From an optimization exercise on the open Yosys and OpenROAD flow, aimed at small area; shortcuts taken in it are not production practice.
Function was checked by simulation only, so behaviour that the tests miss may differ from the original.
Power is estimated from default activity; no workload was simulated.

// skinny_core
module skinny_core (
   input  logic               clk,
   input  logic               rst,
   input  logic               start,
   input  skinny_pkg::block_t plaintext,
   input  skinny_pkg::block_t tk1,
   input  skinny_pkg::block_t tk2,
   input  skinny_pkg::block_t tk3,
   output skinny_pkg::block_t ciphertext,
   output logic               busy,
   output logic               done
);
Size: about 530 flip-flops, roughly 19000 um2 of cells after synthesis.
==> flow/config.mk <==
export PLATFORM = sky130hd
export DESIGN_NAME = skinny_core
export DESIGN_NICKNAME = skinny_core
export VERILOG_FILES = /design/flow/design.v
export SDC_FILE = /design/flow/constraint.sdc
export NUM_CORES = 4
export LEC_CHECK = 0
export CAP_MARGIN = 20
export CORE_MARGIN = 2
export CORE_UTILIZATION = 55
export PLACE_DENSITY = 0.7
export SLEW_MARGIN = 20
==> flow/constraint.sdc <==
create_clock -name core_clock -period 4.0 [get_ports {clk}]
set_input_delay 0.8000 -clock core_clock [delete_from_list [all_inputs] [get_ports {clk}]]
set_output_delay 0.8000 -clock core_clock [all_outputs]
set_load 0.01 [all_outputs]
standard.sh (not shown) runs the stock make flow with config.mk's settings and CLKGATE_MAP_FILE= SYNTH_SCRIPT=/design/flow/synth_recipe.tcl, a recipe that flattens the netlist after the stock synthesis.
==> flow/flow/run.sh <==
#!/bin/bash
export BUFFER_PORTS_ARGS="-buffer_cell sky130_fd_sc_hd__buf_1"
bash standard.sh > standard.log 2>&1
==> next run, changes <==
==> flow/flow/run.sh (replaced) <==
#!/bin/bash
# The standard layout (standard.sh) with three changes:
#  - synthesis maps logic with an area-oriented ABC script (flow/abc_area.script);
#    everything else in synthesis, flip-flop mapping included, is the standard one
#  - port buffers use the smallest buffer cell
#  - clock tree built from small clock buffers, without dummy loads
set -euo pipefail
W=$(pwd)
cat > my_synth.tcl <<TCL
proc abc {args} {
  set i [lsearch -exact \$args -script]
  if { \$i >= 0 } { lset args [expr {\$i + 1}] $W/flow/abc_area.script }
  yosys abc {*}\$args
}
source $W/synth_recipe.tcl
TCL
sed "s#SYNTH_SCRIPT=[^ ]*#SYNTH_SCRIPT=$W/my_synth.tcl#" standard.sh > my_standard.sh
grep -q "SYNTH_SCRIPT=$W/my_synth.tcl" my_standard.sh
export BUFFER_PORTS_ARGS="-buffer_cell sky130_fd_sc_hd__buf_1"
export CTS_ARGS="-sink_clustering_enable -repair_clock_nets -buf_list sky130_fd_sc_hd__clkbuf_4 -root_buf sky130_fd_sc_hd__clkbuf_4 -dont_use_dummy_load"
bash my_standard.sh > standard.log 2>&1
==> flow/flow/abc_area.script (new file) <==
strash
dch
amap
topo
Non-clock buffer count climbs by 1.
Routed wire length climbs by 0.58%.
Critical path depth climbs by 3.
Clock-buffer cell count climbs by 60.
Design area drops by 8.6%.
==> next run, changes <==
--- a/flow/flow/run.sh
+++ b/flow/flow/run.sh
@@ -18,4 +18,4 @@
 grep -q "SYNTH_SCRIPT=$W/my_synth.tcl" my_standard.sh
 export BUFFER_PORTS_ARGS="-buffer_cell sky130_fd_sc_hd__buf_1"
-export CTS_ARGS="-sink_clustering_enable -repair_clock_nets -buf_list sky130_fd_sc_hd__clkbuf_4 -root_buf sky130_fd_sc_hd__clkbuf_4 -dont_use_dummy_load"
+export CTS_ARGS="-sink_clustering_enable -repair_clock_nets -buf_list sky130_fd_sc_hd__clkbuf_8 -root_buf sky130_fd_sc_hd__clkbuf_8 -sink_clustering_size 16 -sink_clustering_max_diameter 60 -dont_use_dummy_load"
 bash my_standard.sh > standard.log 2>&1
- CORE_UTILIZATION: 55 -> 50
- PLACE_DENSITY: 0.7 -> 0.65
The changed run produced a clean layout; utilization decreases by 7.9 points; cell count decreases by 1.1%; combinational power increases by about 2%.

Setup of P:
Another version of the RTL of skinny_core (not shown whole).
Size: about 1700 cells after synthesis, roughly 650 I/O pins, about 17000 sq um of cells after synthesis.
clock: 4.0 ns
lec_check: 0
cap_margin: 20
core_margin: 2
core_utilization: 50
place_density: 0.65
slew_margin: 20
==> flow/flow/run.sh <==
#!/bin/bash
# The standard layout (standard.sh) with three changes:
#  - synthesis maps logic with an area-oriented ABC script (flow/abc_area.script);
#    everything else in synthesis, flip-flop mapping included, is the standard one
#  - port buffers use the smallest buffer cell
#  - clock tree built from small clock buffers, without dummy loads
set -euo pipefail
W=$(pwd)
cat > my_synth.tcl <<TCL
proc abc {args} {
  set i [lsearch -exact \$args -script]
  if { \$i >= 0 } { lset args [expr {\$i + 1}] $W/flow/abc_area.script }
  yosys abc {*}\$args
}
source $W/synth_recipe.tcl
TCL
sed "s#SYNTH_SCRIPT=[^ ]*#SYNTH_SCRIPT=$W/my_synth.tcl#" standard.sh > my_standard.sh
grep -q "SYNTH_SCRIPT=$W/my_synth.tcl" my_standard.sh
export BUFFER_PORTS_ARGS="-buffer_cell sky130_fd_sc_hd__buf_1"
export CTS_ARGS="-sink_clustering_enable -repair_clock_nets -buf_list sky130_fd_sc_hd__clkbuf_8 -root_buf sky130_fd_sc_hd__clkbuf_8 -sink_clustering_size 16 -sink_clustering_max_diameter 60 -dont_use_dummy_load"
bash my_standard.sh > standard.log 2>&1
==> flow/flow/abc_area.script <==
strash
dch
amap
topo
P finished all stages; the layout is clean.
[inputs] Q vs P
Settings: a change of PLACE_DENSITY from 0.65 to 0.75; a change of CORE_UTILIZATION from 50 to 62.
Results
- Q got as far as I/O pin placement, where a tool error ended the run.
- [compare] base=P new=Q: share of synthesized cell area in and, or, nand and nor gates essentially unchanged; number of enable flip-flop cells after synthesis has remained practically unchanged.
- Q — initial core utilization 12 points higher, P as reference
- P → Q: distinct cell type count of the synthesized netlist did not really move, die boundary width went down, overall die height went down, synthesized cell area did not really move.
Here is what was changed in the inputs of R compared with Q.
Settings: CORE_UTILIZATION: 62 -> 50; PLACE_DENSITY: 0.75 -> 0.65.
diff --git a/flow/flow/run.sh b/flow/flow/run.sh
--- a/flow/flow/run.sh
+++ b/flow/flow/run.sh
@@ -18,4 +18,4 @@
 grep -q "SYNTH_SCRIPT=$W/my_synth.tcl" my_standard.sh
 export BUFFER_PORTS_ARGS="-buffer_cell sky130_fd_sc_hd__buf_1"
-export CTS_ARGS="-sink_clustering_enable -repair_clock_nets -buf_list sky130_fd_sc_hd__clkbuf_8 -root_buf sky130_fd_sc_hd__clkbuf_8 -sink_clustering_size 16 -sink_clustering_max_diameter 60 -dont_use_dummy_load"
+export CTS_ARGS="-sink_clustering_enable -repair_clock_nets -buf_list sky130_fd_sc_hd__clkbuf_8 -root_buf sky130_fd_sc_hd__clkbuf_8 -sink_clustering_size 20 -sink_clustering_max_diameter 60 -dont_use_dummy_load"
 bash my_standard.sh > standard.log 2>&1
--- outcome ---
Between R and Q, the adder-cell share of the synthesized area does not differ in any meaningful way. The higher floorplan die height came out of R. Of R and Q, the run reporting the lower horizontal die dimension was Q. Summary of R over Q: number of rows created at floorplan rose 7, share of synthesized cell area in and, or, nand and nor gates barely changed. R has completed all stages; timing, DRC and antenna checks passed.

## separate check: timing with driven ports
Ports are ideal in the flow. The routed layouts listed here were re-timed in OpenROAD. Step 1 (the two cells are an assumption about what drives the block):
set clk [get_ports {clk}]
set_driving_cell -lib_cell sky130_fd_sc_hd__clkbuf_16 $clk
set_driving_cell -lib_cell sky130_fd_sc_hd__buf_2 [delete_from_list [all_inputs] $clk]
Step 2 adds t to the input delays and takes it off the output delays; t is the mean of the earliest and latest rising clock arrival at the registers after step 1. Input paths then give back, and output paths get back, about the clock's delay inside the block. a / b / c = ideal / step 1 / step 2; a / b = the first two.
| run | t, ns | slack for setup (ns) | latest minus earliest clock arrival (ns) |
|---|---|---|---|
| the first run of note 1 | 0.649 | 0.900 / 0.900 / 0.900 | 0.017 / 0.016 |
| the second run of note 1 | 0.820 | 0.481 / 0.481 / 0.481 | 0.076 / 0.075 |
| the third run of note 1 | 0.610 | 0.812 / 0.812 / 0.812 | 0.061 / 0.060 |
| P | 0.601 | 0.331 / 0.331 / 0.331 | 0.069 / 0.069 |
| R | 0.603 | 0.339 / 0.339 / 0.339 | 0.090 / 0.090 |
After both steps setup and hold are still met in every run listed.
